Background: an optimization exercise with open tools, aiming at small area and a short achievable clock period. Do not read the settings as production practice.
No functional check of the RTL was part of any run shown here.
No activity file was given, so power comes from the tool's default toggle rates.

==> flow/design.v, too long to show whole: its modules and the start of the top module <==
// module csr_regfile: 137 lines
// module dma_perf_monitor: 36 lines
// module cpl_tracker: 1016 lines
// module bmd_ep_mem: 92 lines
module bmd_ep_mem
(
   input  wire              clk,
   input  wire              rst_i,
   input  wire [6:0]        a_i,
   input  wire              wr_en_i,
   input  wire [31:0]       wr_d_i,
   output logic [31:0]      rd_d_o,
   output logic             init_rst_o,
   output logic [80:0]      mwr_desc_o,
   output logic [80:0]      mrd_desc_o,
   output logic [31:0]      mwr_data_o,
   output logic             mwr_zerolen_en_o,
   output logic [3:0]       trn_wait_count_o,
   output logic [31:0]      cpld_data_o,
   output logic             rd_metering_o,
   output logic [7:0]       mwr_wrr_cnt_o,
   output logic [7:0]       mrd_wrr_cnt_o,
   output logic             mrd_done_o,
   input  wire              mwr_done_i,
   input  wire [81:0]       cpl_status_i,
   input  wire [8:0]        link_cfg_i,
   input  wire              tags_all_back_i
);
  // ...
==> flow/run.sh <==
#!/bin/bash
# synth_recipe.tcl (not shown) runs the flow's synth.tcl, then flattens the netlist and writes it again
# the make line also repeats each setting of config.mk as NAME=value (left out here)
make -C /OpenROAD-flow-scripts/flow DESIGN_CONFIG=/design/flow/config.mk WORK_HOME=/design/flow/orfs CLKGATE_MAP_FILE= SYNTH_SCRIPT=/design/flow/synth_recipe.tcl finish
==> flow/config.mk <==
export PLATFORM = sky130hd
export DESIGN_NAME = bmd_ep_mem
export DESIGN_NICKNAME = bmd_ep_mem
export VERILOG_FILES = /design/flow/design.v
export SDC_FILE = /design/flow/constraint.sdc
export NUM_CORES = 4
export LEC_CHECK = 0
export CAP_MARGIN = 20
export CORE_MARGIN = 2
export CORE_UTILIZATION = 40
export SLEW_MARGIN = 20
==> flow/constraint.sdc <==
create_clock -name core_clock -period 5.8 [get_ports {clk}]
set_input_delay 1.1600 -clock core_clock [delete_from_list [all_inputs] [get_ports {clk}]]
set_output_delay 1.1600 -clock core_clock [all_outputs]
set_load 0.01 [all_outputs]
==> flow_summary.yaml, run 1 <==
status:
  outcome: "complete, no violations"
finish:
  flops_and_latches: 466
  final_area_mm2: 0.0310
  utilization_pct: 50.6
  top_area_cell_class: "multi-input gates"
  mostFrequentLayoutCells: "nand2_1 (599), dfxtp_1 (465), clkdlybuf4s50_1 (411), a21oi_1 (262), inv_1 (187)"
  n_fill_cell: 5732
setup_path:
  r2r_slack_ns: 2.91
  crit_chain: "clkdlybuf4s50_1 -> or3_1 -> nor3_4 -> buf_4 -> nand3_1 -> buf_4 -> nand2_1 -> a21oi_1"
  endpoint: "u_csr_regfile.mwr_desc_o[65]"
  worst-path-buf-inv: 3
  worstReg2RegStart: "u_csr_regfile.mrd_desc_o[20]"
  path_depth: 8
worst_hold_path:
  min-delay-path-class: "flip-flop to flip-flop"
clock_tree:
  clk_latency_ns: 0.62
  cts_setup_buffers: 0
  cts_made_buffers: 51
synthesis:
  seq_area_frac_synth_pct: 37.8
  synth.top_cells.by_count: "nand2_1 (599), dfxtp_1 (466), a21oi_1 (262), inv_1 (187), fa_1 (163)"
  ys.flop_type: "dfxtp_1"
  synth_top_family_by_area: "simple AND/OR/NAND/NOR gates"
  synth-simple-area-share_pct: 19.9
  synth_area_leaders: "dfxtp_1 (38%), fa_1 (13%), nand2_1 (9.1%)"
global_routing:
  grt_pass1_wl_um: 162000
  grt_pass1_vias: 22700
  met2_usage_pct: 52.8
detailed_routing:
  route.detailed.drc: 0
  drt_first_pass_iters: 7
  highest_layer: "met5"
power:
  power_w: 0.00724
  swShare_pct: 24.3
  power_density_mw_per_mm2: 233
  p_clk_w: 0.00353
floorplanning:
  fp.dieH_um: 252
  die-width_um: 252
timing:
  min_period_ns: 3.77
  finalHoldWorstSlack_ns: 0.325
  slew_viol_final: 0
  final_hold_viol_count: 0
==> run 2: changes to the inputs <==
--- a/flow/config.mk
+++ b/flow/config.mk
@@ -9,3 +9,4 @@
 export CORE_MARGIN = 2
 export CORE_UTILIZATION = 40
+export SETUP_SLACK_MARGIN = 3.0
 export SLEW_MARGIN = 20
==> flow_summary.yaml, run 2 <==
status:
  outcome: "complete, no violations"
finish:
  n_fill_cell: 5675
  largest_register_ffs: 83
  fin_cells: 4021
  drive_gt1_share_pct: 11.0
  seqCellArea_mm2: 0.00952
  regMostFlops: "u_cpl_tracker.st1_q"
  synthToLayoutAreaGrowth_pct: 29.6
  layout.nets: 3513
  multi_input_area_mm2: 0.0139
  mostFrequentLayoutCells: "nand2_1 (596), dfxtp_1 (383), clkdlybuf4s50_1 (359), a21oi_1 (260), inv_1 (186)"
  layout_commonest_cell: "nand2_1"
  reg_top3: "u_cpl_tracker.st1_q (83), u_csr_regfile.mrd_desc_o (81), u_csr_regfile.mwr_desc_o (81)"
power:
  ir_drop_mv: 0.257
  leakage_nw: 12.4
  p_seq_share_pct: 44.4
  power_density_mw_per_mm2: 227
  swShare_pct: 24.5
  p_sw_w: 0.00178
  pwr-share-clk_pct: 48.8
  internal-power_w: 0.00547
  comb_power_share_pct: 6.8
floorplanning:
  start_util_pct: 40.2
  ios: 417
  fp.dieH_um: 252
  rows: 91
  die_area_mm2: 0.0637
  core_area_mm2: 0.0614
  die-width_um: 252
synthesis:
  synthCells: 2840
  synth_cell_type_count: 66
  ys_ff_latch: 466
  synth_area_leaders: "dfxtp_1 (38%), fa_1 (13%), nand2_1 (9.1%)"
  synth.avg_cell_area_um2: 8.69
  synth_top_cell_by_area: "dfxtp_1"
  yosysWarnings: 5
  postSynth.asyncResetShare_pct: 0
  syn-num-nets: 3166
  synthDominantCellAreaShare_pct: 37.8
  synth.top_cells.by_count: "nand2_1 (599), dfxtp_1 (466), a21oi_1 (262), inv_1 (187), fa_1 (163)"
  yosysMostFrequentCell: "nand2_1"
  seq_area_frac_synth_pct: 37.8
  synth_area_mm2: 0.0247
  synth-edff-count: 0
  ys.flop_type: "dfxtp_1"
timing:
  tightest_slew_ns: 1.24
  min_period_ns: 2.84
  fin_tns_setup_ns: 0
  fin_skew_ns: 0.0362
  slew_headroom_pct: 16.9
  clock.fmax_mhz: 352
  finalCritPeriodShare_pct: 49.0
  finalSetupViolCount: 0
  slew_viol_final: 0
  worst_slack_ns: 2.96
  rsz0062_at_grt: "yes"
  final_hold_viol_count: 0
clock_tree:
  clock_sinks: 466
  root_buffer: "clkbuf_16"
  cts.clk_slew.worst_paths_ns: 0.06
  cts_made_buffers: 51
  htreeDepth: 2
  clk_latency_ns: 0.62
  cts_buffer_depth: 3
  cts_tree: "built"
global_routing:
  grt_usage_pct: 35.9
  grt_max_degree: 94
  antenna_found_initial: 5
  grt_overflow: 0
  grt_pass1_vias: 23000
  grt_pass1_wl_um: 165000
placement:
  dp_hpwl_um: 82000
  post-place-ws_ns: 1.52
  place_congestion: 0.971
  port_buffers: 416
  dp_cells: 3865
setup_path:
  critical_path_class: "primary input to flip-flop"
  critPathCaptureType: "flip-flop"
  slowest_stage: "buf_4"
  worstPathArrival_ns: 3.40
  worstReg2RegStart: "u_csr_regfile.mrd_desc_o[35]"
  start_kind: "primary input"
  r2r_cells: 7
  crit_path_max_incr_delay_ns: 0.48
  crit_chain: "buf_6 -> nor2b_4 -> buf_4 -> a22oi_1 -> o32a_1 -> o21ai_0 -> a221o_1"
  path_max_fanout: 37
  crit_required_ns: 6.36
  r2r_slack_ns: 3.21
  r2r-end: "u_cpl_tracker.st1_q[64]"
worst_hold_path:
  holdPathEnd: "u_cpl_tracker.st2_q[2]"
  whs_path_depth: 0
  min-delay-path-class: "flip-flop to flip-flop"
  min_from: "u_cpl_tracker.st1_q[9]"
detailed_routing:
  drt_first_pass_iters: 8
  num_vias: 23600
  post_drt_wl_per_cell_um: 29.1
  post_drt_via_cell_ratio: 5.87
  route.detailed.drc: 0
  ant_nets: 0
  dr.first_iter.drc_count: 3175
  wl_um: 117000
run:
  drv_cap: 0
## run 2: power by group through the flow
stage | clock (W) | sequential, W | combinational [W]
4_1_cts | 0.00356 | 0.00322 | 0.000471
6_report | 0.00354 | 0.00322 | 0.000494
3_5_place_dp | 0 | 0.00331 | 0.000449
3_3_place_gp | 0 | 0.00331 | 0.000449
5_1_grt | 0.00369 | 0.00322 | 0.000502
2_1_floorplan | 0 | 0.00330 | 0.000187
## run 2: final cells by class
cell class	count	share of cell area, %
Multi-Input combinational cell	1964	43.4
Sequential cell	466	29.8
Timing Repair Buffer	517	15.9
Clock buffer	68	4.47
Tap cell	790	3.09
Inverter	187	2.21
Clock inverter	27	1.14
Antenna cell	2	0.0156
## run 2: worst max path at each step
stage	start	to	slack [ns]	cells past startpoint
finish	a_i[1]	u_csr_regfile.rd_d_o[30]	2.96	7
global route	a_i[0]	u_csr_regfile.rd_d_o[17]	2.90	7
CTS	a_i[5]	u_csr_regfile.rd_d_o[18]	2.99	9
detailed placement	a_i[6]	u_csr_regfile.mwr_desc_o[78]	1.52	8
global placement	a_i[6]	u_csr_regfile.mwr_desc_o[73]	1.64	8
floorplan	a_i[1]	u_csr_regfile.rd_d_o[7]	3.15	6
## run 2: critical path: cells and delay by family
kind	cells	cell delay, ns
buf+inv	2	0.82
compound gates	4	0.85
simple gates	1	0.46
## run 2: repair_timing
action / in CTS / in global routing
pin swaps: 5 / 1
gates resized for setup: 192 / 42
setup buffers: 47 / 7
hold endpoints to repair: 0 / 0
cloned: 1 / 4
hold buffers: 0 / 0
setup endpoints to repair: 465 / 187
## run 2: stage by stage
step                      utilization [%]  total power [W]  hold WS, ns  instance area [um^2]
after floorplan                         -          0.00349        0.310                 24700
after global placement               47.6          0.00376        0.312                 29200
after detailed placement             47.6          0.00376        0.312                 29200
after CTS                            51.7          0.00725        0.325                 31700
after global routing                 52.1          0.00741        0.335                 32000
final                                52.1          0.00725        0.325                 32000
## run 2: kinds of logic after synthesis
| group | after synthesis | synth area share (%) |
|---|---|---|
| XOR/XNOR | 99 | 3.51 |
| AND/OR/NAND/NOR | 1074 | 19.9 |
| buffers and inverters | 412 | 6.76 |
| flip-flops | 466 | 37.8 |
| AO/OA/AOI/OAI | 501 | 12.6 |
| adder cells (fa/ha/maj) | 191 | 14.6 |
| multiplexers | 97 | 4.81 |
## run 2: layer usage
layer,wire [um],GRT usage (%)
met5,71,0
met3,14500,10.2
met1,45500,47.5
met4,6430,15.7
met2,50500,54.5
==> module csr_regfile, before the edit <==
module csr_regfile
(
   input  wire              clk,
   input  wire              rst_i,
   input  bmd_pkg::csr_idx_e     a_i,
   input  wire              wr_en_i,
   input  wire [31:0]       wr_d_i,
   output logic [31:0]      rd_d_o,
   input  wire              mwr_done_i,
   input  wire              mrd_done_i,
   input  bmd_pkg::cpl_status_t     cpl_status_i,
   input  bmd_pkg::link_cfg_t     link_cfg_i,
   input  wire [31:0]       mwr_perf_i,
   input  wire [31:0]       mrd_perf_i,
   output logic             init_rst_o,
   output bmd_pkg::dma_desc_t mwr_desc_o,
   output bmd_pkg::dma_desc_t mrd_desc_o,
   output logic [31:0]      mwr_data_o,
   output logic             mwr_zerolen_en_o,
   output logic [3:0]       trn_wait_count_o,
   output logic [31:0]      cpld_data_o,
   output logic             rd_metering_o,
   output logic [7:0]       mwr_wrr_cnt_o,
   output logic [7:0]       mrd_wrr_cnt_o,
   output logic             mwr_perf_ld_o,
   output logic             mrd_perf_ld_o
);
   logic [31:0] rd_word;
   always_ff @(posedge clk) begin
      if (rst_i) begin
         init_rst_o       <= 1'b1;
         mwr_desc_o       <= '0;
         mrd_desc_o       <= '0;
         mwr_data_o       <= '0;
         mwr_zerolen_en_o <= 1'b0;
         trn_wait_count_o <= '0;
         cpld_data_o      <= '0;
         rd_metering_o    <= 1'b0;
         mwr_wrr_cnt_o    <= WRR_CNT_RESET;
         mrd_wrr_cnt_o    <= WRR_CNT_RESET;
      end else begin
         if (wr_en_i) begin
            case (a_i)
               REG_CTRL: init_rst_o <= wr_d_i[0];
               REG_DMA_CS: begin
                  mwr_desc_o.start   <= wr_d_i[0];
                  mwr_desc_o.relaxed <= wr_d_i[5];
                  mwr_desc_o.nosnoop <= wr_d_i[6];
                  mwr_desc_o.int_dis <= wr_d_i[7];
                  mrd_desc_o.start   <= wr_d_i[16];
                  mrd_desc_o.relaxed <= wr_d_i[21];
                  mrd_desc_o.nosnoop <= wr_d_i[22];
                  mrd_desc_o.int_dis <= wr_d_i[23];
               end
               REG_MWR_ADDR: mwr_desc_o.addr <= wr_d_i;
               REG_MWR_LEN: begin
                  mwr_desc_o.len             <= wr_d_i[15:0];
                  mwr_desc_o.tc              <= wr_d_i[18:16];
                  mwr_desc_o.en_64b          <= wr_d_i[19];
                  mwr_desc_o.phant_func_dis1 <= wr_d_i[20];
                  mwr_zerolen_en_o           <= wr_d_i[21];
                  mwr_desc_o.up_addr         <= wr_d_i[31:24];
               end
               REG_MWR_COUNT: begin
                  mwr_desc_o.count <= wr_d_i[15:0];
                  trn_wait_count_o <= wr_d_i[19:16];
               end
               REG_MWR_DATA: mwr_data_o <= wr_d_i;
               REG_CPL_DATA: cpld_data_o <= wr_d_i;
               REG_MRD_ADDR: mrd_desc_o.addr <= wr_d_i;
               REG_MRD_LEN: begin
                  mrd_desc_o.len             <= wr_d_i[15:0];
                  mrd_desc_o.tc              <= wr_d_i[18:16];
                  mrd_desc_o.en_64b          <= wr_d_i[19];
                  mrd_desc_o.phant_func_dis1 <= wr_d_i[20];
                  mrd_desc_o.up_addr         <= wr_d_i[31:24];
               end
               REG_MRD_COUNT: mrd_desc_o.count <= wr_d_i[15:0];
               REG_ARB_CTRL: begin
                  rd_metering_o <= wr_d_i[1];
                  mwr_wrr_cnt_o <= wr_d_i[23:16];
                  mrd_wrr_cnt_o <= wr_d_i[31:24];
               end
               default: ;
            endcase
         end
         if (init_rst_o) begin
            mwr_desc_o.start <= 1'b0;
            mrd_desc_o.start <= 1'b0;
         end
      end
   end
   assign mwr_perf_ld_o = !rst_i && wr_en_i && (a_i == REG_MWR_PERF);
   assign mrd_perf_ld_o = !rst_i && wr_en_i && (a_i == REG_MRD_PERF);
   always_comb begin
      case (a_i)
         REG_CTRL:
            rd_word = {FPGA_FAMILY, 4'b0, INTERFACE_TYPE, VERSION_NUMBER, 7'b0, init_rst_o};
         REG_DMA_CS:
            rd_word = {cpl_status_i.data_err, 6'b0, mrd_done_i,
                       mrd_desc_o.int_dis, mrd_desc_o.nosnoop, mrd_desc_o.relaxed, 4'b0,
                       mrd_desc_o.start,
                       7'b0, mwr_done_i,
                       mwr_desc_o.int_dis, mwr_desc_o.nosnoop, mwr_desc_o.relaxed, 4'b0,
                       mwr_desc_o.start};
         REG_MWR_ADDR: rd_word = mwr_desc_o.addr;
         REG_MWR_LEN:
            rd_word = {mwr_desc_o.up_addr, 2'b0, mwr_zerolen_en_o,
                       mwr_desc_o.phant_func_dis1, mwr_desc_o.en_64b, mwr_desc_o.tc,
                       mwr_desc_o.len};
         REG_MWR_COUNT: rd_word = {12'b0, trn_wait_count_o, mwr_desc_o.count};
         REG_MWR_DATA:  rd_word = mwr_data_o;
         REG_CPL_DATA:  rd_word = cpld_data_o;
         REG_MRD_ADDR:  rd_word = mrd_desc_o.addr;
         REG_MRD_LEN:
            rd_word = {mrd_desc_o.up_addr, 3'b0, mrd_desc_o.phant_func_dis1,
                       mrd_desc_o.en_64b, mrd_desc_o.tc, mrd_desc_o.len};
         REG_MRD_COUNT: rd_word = {16'b0, mrd_desc_o.count};
         REG_MWR_PERF: rd_word = mwr_perf_i;
         REG_MRD_PERF: rd_word = mrd_perf_i;
         REG_CPL_STATUS:
            rd_word = {15'b0, cpl_status_i.malformed, cpl_status_i.ur_tag,
                       cpl_status_i.ur_found};
         REG_CPLD_FOUND: rd_word = cpl_status_i.found;
         REG_CPLD_SIZE:  rd_word = cpl_status_i.data_size;
         REG_LINK_WIDTH: rd_word = {26'b0, link_cfg_i.lnk_width, 2'b0};
         REG_LINK_PAYLOAD:
            rd_word = {17'b0, link_cfg_i.max_rd_req, 5'b0, link_cfg_i.max_payload, 5'b0};
         REG_ARB_CTRL:
            rd_word = {mrd_wrr_cnt_o, mwr_wrr_cnt_o, 14'b0, rd_metering_o, 1'b0};
         default: rd_word = '0;
      endcase
   end
   always_ff @(posedge clk) begin
      rd_d_o <= rd_word;
   end
endmodule
==> run 3: changes to the inputs <==
--- a/flow/design.v
+++ b/flow/design.v
@@ -152,42 +152,44 @@
    assign mwr_perf_ld_o = !rst_i && wr_en_i && (a_i == REG_MWR_PERF);
    assign mrd_perf_ld_o = !rst_i && wr_en_i && (a_i == REG_MRD_PERF);
+   logic [17:0] sel;
    always_comb begin
-      case (a_i)
-         REG_CTRL:
-            rd_word = {FPGA_FAMILY, 4'b0, INTERFACE_TYPE, VERSION_NUMBER, 7'b0, init_rst_o};
-         REG_DMA_CS:
-            rd_word = {cpl_status_i.data_err, 6'b0, mrd_done_i,
-                       mrd_desc_o.int_dis, mrd_desc_o.nosnoop, mrd_desc_o.relaxed, 4'b0,
-                       mrd_desc_o.start,
-                       7'b0, mwr_done_i,
-                       mwr_desc_o.int_dis, mwr_desc_o.nosnoop, mwr_desc_o.relaxed, 4'b0,
-                       mwr_desc_o.start};
-         REG_MWR_ADDR: rd_word = mwr_desc_o.addr;
-         REG_MWR_LEN:
-            rd_word = {mwr_desc_o.up_addr, 2'b0, mwr_zerolen_en_o,
-                       mwr_desc_o.phant_func_dis1, mwr_desc_o.en_64b, mwr_desc_o.tc,
-                       mwr_desc_o.len};
-         REG_MWR_COUNT: rd_word = {12'b0, trn_wait_count_o, mwr_desc_o.count};
-         REG_MWR_DATA:  rd_word = mwr_data_o;
-         REG_CPL_DATA:  rd_word = cpld_data_o;
-         REG_MRD_ADDR:  rd_word = mrd_desc_o.addr;
-         REG_MRD_LEN:
-            rd_word = {mrd_desc_o.up_addr, 3'b0, mrd_desc_o.phant_func_dis1,
-                       mrd_desc_o.en_64b, mrd_desc_o.tc, mrd_desc_o.len};
-         REG_MRD_COUNT: rd_word = {16'b0, mrd_desc_o.count};
-         REG_MWR_PERF: rd_word = mwr_perf_i;
-         REG_MRD_PERF: rd_word = mrd_perf_i;
-         REG_CPL_STATUS:
-            rd_word = {15'b0, cpl_status_i.malformed, cpl_status_i.ur_tag,
-                       cpl_status_i.ur_found};
-         REG_CPLD_FOUND: rd_word = cpl_status_i.found;
-         REG_CPLD_SIZE:  rd_word = cpl_status_i.data_size;
-         REG_LINK_WIDTH: rd_word = {26'b0, link_cfg_i.lnk_width, 2'b0};
-         REG_LINK_PAYLOAD:
-            rd_word = {17'b0, link_cfg_i.max_rd_req, 5'b0, link_cfg_i.max_payload, 5'b0};
-         REG_ARB_CTRL:
-            rd_word = {mrd_wrr_cnt_o, mwr_wrr_cnt_o, 14'b0, rd_metering_o, 1'b0};
-         default: rd_word = '0;
-      endcase
+      for (int k = 0; k < 18; k++) begin
+         sel[k] = (a_i == 7'(k));
+      end
+   end
+   always_comb begin
+      rd_word = ({32{sel[REG_CTRL]}} &
+                 {FPGA_FAMILY, 4'b0, INTERFACE_TYPE, VERSION_NUMBER, 7'b0, init_rst_o})
+              | ({32{sel[REG_DMA_CS]}} &
+                 {cpl_status_i.data_err, 6'b0, mrd_done_i,
+                  mrd_desc_o.int_dis, mrd_desc_o.nosnoop, mrd_desc_o.relaxed, 4'b0,
+                  mrd_desc_o.start,
+                  7'b0, mwr_done_i,
+                  mwr_desc_o.int_dis, mwr_desc_o.nosnoop, mwr_desc_o.relaxed, 4'b0,
+                  mwr_desc_o.start})
+              | ({32{sel[REG_MWR_ADDR]}} & mwr_desc_o.addr)
+              | ({32{sel[REG_MWR_LEN]}} &
+                 {mwr_desc_o.up_addr, 2'b0, mwr_zerolen_en_o,
+                  mwr_desc_o.phant_func_dis1, mwr_desc_o.en_64b, mwr_desc_o.tc,
+                  mwr_desc_o.len})
+              | ({32{sel[REG_MWR_COUNT]}} & {12'b0, trn_wait_count_o, mwr_desc_o.count})
+              | ({32{sel[REG_MWR_DATA]}} & mwr_data_o)
+              | ({32{sel[REG_CPL_DATA]}} & cpld_data_o)
+              | ({32{sel[REG_MRD_ADDR]}} & mrd_desc_o.addr)
+              | ({32{sel[REG_MRD_LEN]}} &
+                 {mrd_desc_o.up_addr, 3'b0, mrd_desc_o.phant_func_dis1,
+                  mrd_desc_o.en_64b, mrd_desc_o.tc, mrd_desc_o.len})
+              | ({32{sel[REG_MRD_COUNT]}} & {16'b0, mrd_desc_o.count})
+              | ({32{sel[REG_MWR_PERF]}} & mwr_perf_i)
+              | ({32{sel[REG_MRD_PERF]}} & mrd_perf_i)
+              | ({32{sel[REG_CPL_STATUS]}} &
+                 {15'b0, cpl_status_i.malformed, cpl_status_i.ur_tag, cpl_status_i.ur_found})
+              | ({32{sel[REG_CPLD_FOUND]}} & cpl_status_i.found)
+              | ({32{sel[REG_CPLD_SIZE]}} & cpl_status_i.data_size)
+              | ({32{sel[REG_LINK_WIDTH]}} & {26'b0, link_cfg_i.lnk_width, 2'b0})
+              | ({32{sel[REG_LINK_PAYLOAD]}} &
+                 {17'b0, link_cfg_i.max_rd_req, 5'b0, link_cfg_i.max_payload, 5'b0})
+              | ({32{sel[REG_ARB_CTRL]}} &
+                 {mrd_wrr_cnt_o, mwr_wrr_cnt_o, 14'b0, rd_metering_o, 1'b0});
    end
    always_ff @(posedge clk) begin
==> flow/flow/run.sh (new file) <==
#!/bin/bash
# Standard layout, with the smallest plain buffer on every port instead of the
# default delay buffer; ORFS's resizer still upsizes any that timing needs.
set -uo pipefail
export BUFFER_PORTS_ARGS="-buffer_cell sky130_fd_sc_hd__buf_1"
bash standard.sh > standard.log 2>&1
==> flow/standard.sh (new file) <==
#!/bin/bash
# synth_recipe.tcl (not shown) runs the flow's synth.tcl, then flattens the netlist and writes it again
# the make line also repeats each setting of config.mk as NAME=value (left out here)
make -C /OpenROAD-flow-scripts/flow DESIGN_CONFIG=/design/flow/config.mk WORK_HOME=/design/flow/orfs CLKGATE_MAP_FILE= SYNTH_SCRIPT=/design/flow/synth_recipe.tcl "${@:-finish}"
--- a/flow/config.mk
+++ b/flow/config.mk
@@ -9,4 +9,4 @@
 export CORE_MARGIN = 2
 export CORE_UTILIZATION = 40
-export SETUP_SLACK_MARGIN = 3.0
+export SETUP_SLACK_MARGIN = 3.2
 export SLEW_MARGIN = 20
removed: flow/run.sh
==> flow_summary.yaml, run 3 <==
finish:
  n_fill_cell: 5894
  synthToLayoutAreaGrowth_pct: 19.0
  regMostFlops: "u_cpl_tracker.st1_q"
  drive_gt1_share_pct: 9.84
  layout_commonest_cell: "nand2_1"
  mostFrequentLayoutCells: "nand2_1 (606), dfxtp_1 (432), buf_1 (407), a21oi_1 (273), inv_1 (181)"
  reg_top3: "u_cpl_tracker.st1_q (83), u_csr_regfile.mrd_desc_o (81), u_csr_regfile.mwr_desc_o (81)"
  largest_register_ffs: 83
  layout.nets: 3497
setup_path:
  path_max_fanout: 15
  crit_chain: "clkbuf_2 -> buf_4 -> nor2_1 -> nand2_1 -> o221a_2 -> o211ai_1"
  slowest_stage: "nor2_1"
  worstReg2RegStart: "u_csr_regfile.mrd_desc_o[37]"
  cp_top_family: "simple AND/OR/NAND/NOR gates"
  worstPathArrival_ns: 3.17
  crit_path_max_incr_delay_ns: 0.62
  crit_required_ns: 6.33
  critPathCaptureType: "flip-flop"
  start_kind: "primary input"
  worst-path-buf-inv: 2
  critical_path_class: "primary input to flip-flop"
  crit_path_start: "a_i[2]"
clock_tree:
  htreeDepth: 2
  clock_sinks: 466
  cts_buffer_depth: 3
  cts_made_buffers: 52
  holdBufCountCts: 0
  clk_latency_ns: 0.64
  cts.clk_slew.worst_paths_ns: 0.06
  cts_tree: "built"
  root_buffer: "clkbuf_16"
timing:
  fin_skew_ns: 0.0333
  clock.fmax_mhz: 379
  slew_headroom_pct: 26.2
  fin_tns_setup_ns: 0
  finalCritPeriodShare_pct: 45.5
  worst_slack_ns: 3.16
  final_hold_viol_count: 0
  finalSetupViolCount: 0
  tightest_slew_ns: 1.11
  slew_viol_final: 0
  min_period_ns: 2.64
  rsz0062_at_grt: "yes"
status:
  outcome: "complete, no violations"
global_routing:
  grt_overflow: 0
  grt_max_degree: 94
  grt_pass1_wl_um: 161000
  antenna_found_initial: 7
  grt_pass1_vias: 23300
  grt_usage_pct: 34.7
detailed_routing:
  post_drt_via_cell_ratio: 5.94
  post_drt_wl_per_cell_um: 28.3
  wl_um: 113000
  num_vias: 23800
  ant_nets: 0
  route.detailed.drc: 0
  drt_first_pass_iters: 6
  dr.first_iter.drc_count: 3007
floorplanning:
  start_util_pct: 40.2
  rows: 91
  fp.dieH_um: 252
  ios: 417
  core_area_mm2: 0.0614
  die_area_mm2: 0.0638
  die-width_um: 252
placement:
  dp_hpwl_um: 78900
  place_congestion: 0.955
  port_buffers: 416
  post-place-ws_ns: 1.59
run:
  drv_cap: 0
power:
  ir_drop_mv: 0.230
  power_density_mw_per_mm2: 237
  leakage_nw: 10.8
synthesis:
  synthCells: 2839
  postSynth.asyncResetShare_pct: 0
  synth.avg_cell_area_um2: 8.70
  synthDominantCellAreaShare_pct: 37.8
  syn-num-nets: 3165
  ys_ff_latch: 466
  synth_area_leaders: "dfxtp_1 (38%), fa_1 (13%), nand2_1 (9.3%)"
  synth-edff-count: 0
  synth.top_cells.by_count: "nand2_1 (610), dfxtp_1 (466), a21oi_1 (274), inv_1 (181), clkbuf_1 (168)"
  ys.flop_type: "dfxtp_1"
  yosysMostFrequentCell: "nand2_1"
  synth_top_cell_by_area: "dfxtp_1"
  seq_area_frac_synth_pct: 37.8
  synth_cell_type_count: 77
  yosysWarnings: 5
  synth_area_mm2: 0.0247
worst_hold_path:
  min_from: "u_cpl_tracker.st1_q[8]"
  min-delay-path-class: "flip-flop to flip-flop"
[run 3: cell types whose count changed after synthesis, moves of 9 or more]
cell | previous run | this run
nor2_1 | 133 | 92
o21ai_0 | 20 | 58
clkbuf_1 | 141 | 168
buf_2 | 65 | 48
mux2i_1 | 59 | 44
a21oi_1 | 262 | 274
nand2_1 | 599 | 610
a211oi_1 | 63 | 53
and3_1 | 27 | 17
nand4_1 | 33 | 23
o22ai_1 | 23 | 14
[run 3: cells by family (layout without fill, tap and decap cells)]
family                   count (synthesis)  in the layout  synth area share (%)
other                                    0              5                     0
buffers and inverters                  413            778                  6.66
AO/OA/AOI/OAI                          549            549                  13.6
flip-flops                             466            466                  37.8
multiplexers                            87             87                  4.52
adder cells (fa/ha/maj)                191            191                  14.6
AND/OR/NAND/NOR                       1044           1050                  19.7
XOR/XNOR                                89             89                  3.16
[run 3: final cells by class]
| cell class | instances | area [um^2] | share of cell area, % |
|---|---|---|---|
| clock buffers | 77 | 1570 | 5.33 |
| well taps | 790 | 988 | 3.36 |
| diodes | 5 | 12.5 | 0.0426 |
| repair buffers | 503 | 2540 | 8.64 |
| inverters | 182 | 683 | 2.32 |
| multi-input cells | 1966 | 14100 | 47.9 |
| clock inverters | 16 | 97.6 | 0.332 |
| flip-flops and latches | 466 | 9430 | 32.1 |
[run 3: worst paths after layout]
| path | end | slack, ns | cells past startpoint |
|---|---|---|---|
| max | u_csr_regfile.rd_d_o[10] | 3.16 | 6 |
| max reg2reg | u_cpl_tracker.st1_q[36] | 3.38 | 5 |
| min | u_cpl_tracker.st2_q[1] | 0.33 | 0 |
| min reg2reg | u_cpl_tracker.st2_q[1] | 0.33 | 0 |
[run 3: layer usage]
layer  vias to the layer above  part of all wire, %  track usage (%)
met3                       419                   13             11.9
met1                     11600                   36             41.5
met4                         2                  7.2             20.2
li1                      10100                    -                -
met5                         -                0.014                0
met2                      1655                   44             54.0
[run 3: stage by stage]
stage / util [%] / instance area, um^2 / instances / power, W / hold slack (ns)
3_3_place_gp: 43.6 / 26700 / 3860 / 0.00369 / 0.312
3_5_place_dp: 43.6 / 26700 / 3860 / 0.00369 / 0.312
2_1_floorplan: - / 24900 / 2839 / 0.00350 / 0.310
6_report: 47.9 / 29400 / 4005 / 0.00696 / 0.325
5_1_grt: 47.9 / 29400 / 4000 / 0.00711 / 0.334
4_1_cts: 47.3 / 29000 / 3978 / 0.00696 / 0.325
[run 3: power breakdown]
group          internal [W]  switching [W]
logic              0.000117       0.000326
registers           0.00321      0.0000156
clock network       0.00186        0.00143
total               0.00519        0.00177
[run 3: what timing repair did]
action	4_1_cts	5_1_grt
setup buffers	18	20
resized for setup	116	25
cloned	7	2
pin swaps	8	5
endpoints found under the setup margin	406	202

## afterwards: timing with drivers on the ports
The results above use ideal ports. As a check the final layouts listed here were re-extracted and re-timed, cells and wires unchanged.
Step 1, drivers: a clkbuf_16 drives clk and a buf_2 each remaining input, both assumed.
Step 2 also shifts input and output timing later by t, the mid clock arrival at the registers, as if the neighbouring blocks saw the same clock.
Three values: no drivers, after step 1, after step 2; two values: the first two.
run | t (ns) | setup slack, ns | clock arrival spread, ns
run 1 | 0.671 | 2.032 / 2.062 / 1.391 | 0.036 / 0.036
run 2 | 0.669 | 2.960 / 2.938 / 2.315 | 0.036 / 0.036
run 3 | 0.681 | 3.161 / 3.058 / 2.377 | 0.040 / 0.040
After both steps every run listed still meets setup and hold. The setup slack of run 3, which loses most, moves by -0.103 ns with the drivers and by -0.784 ns with both steps.
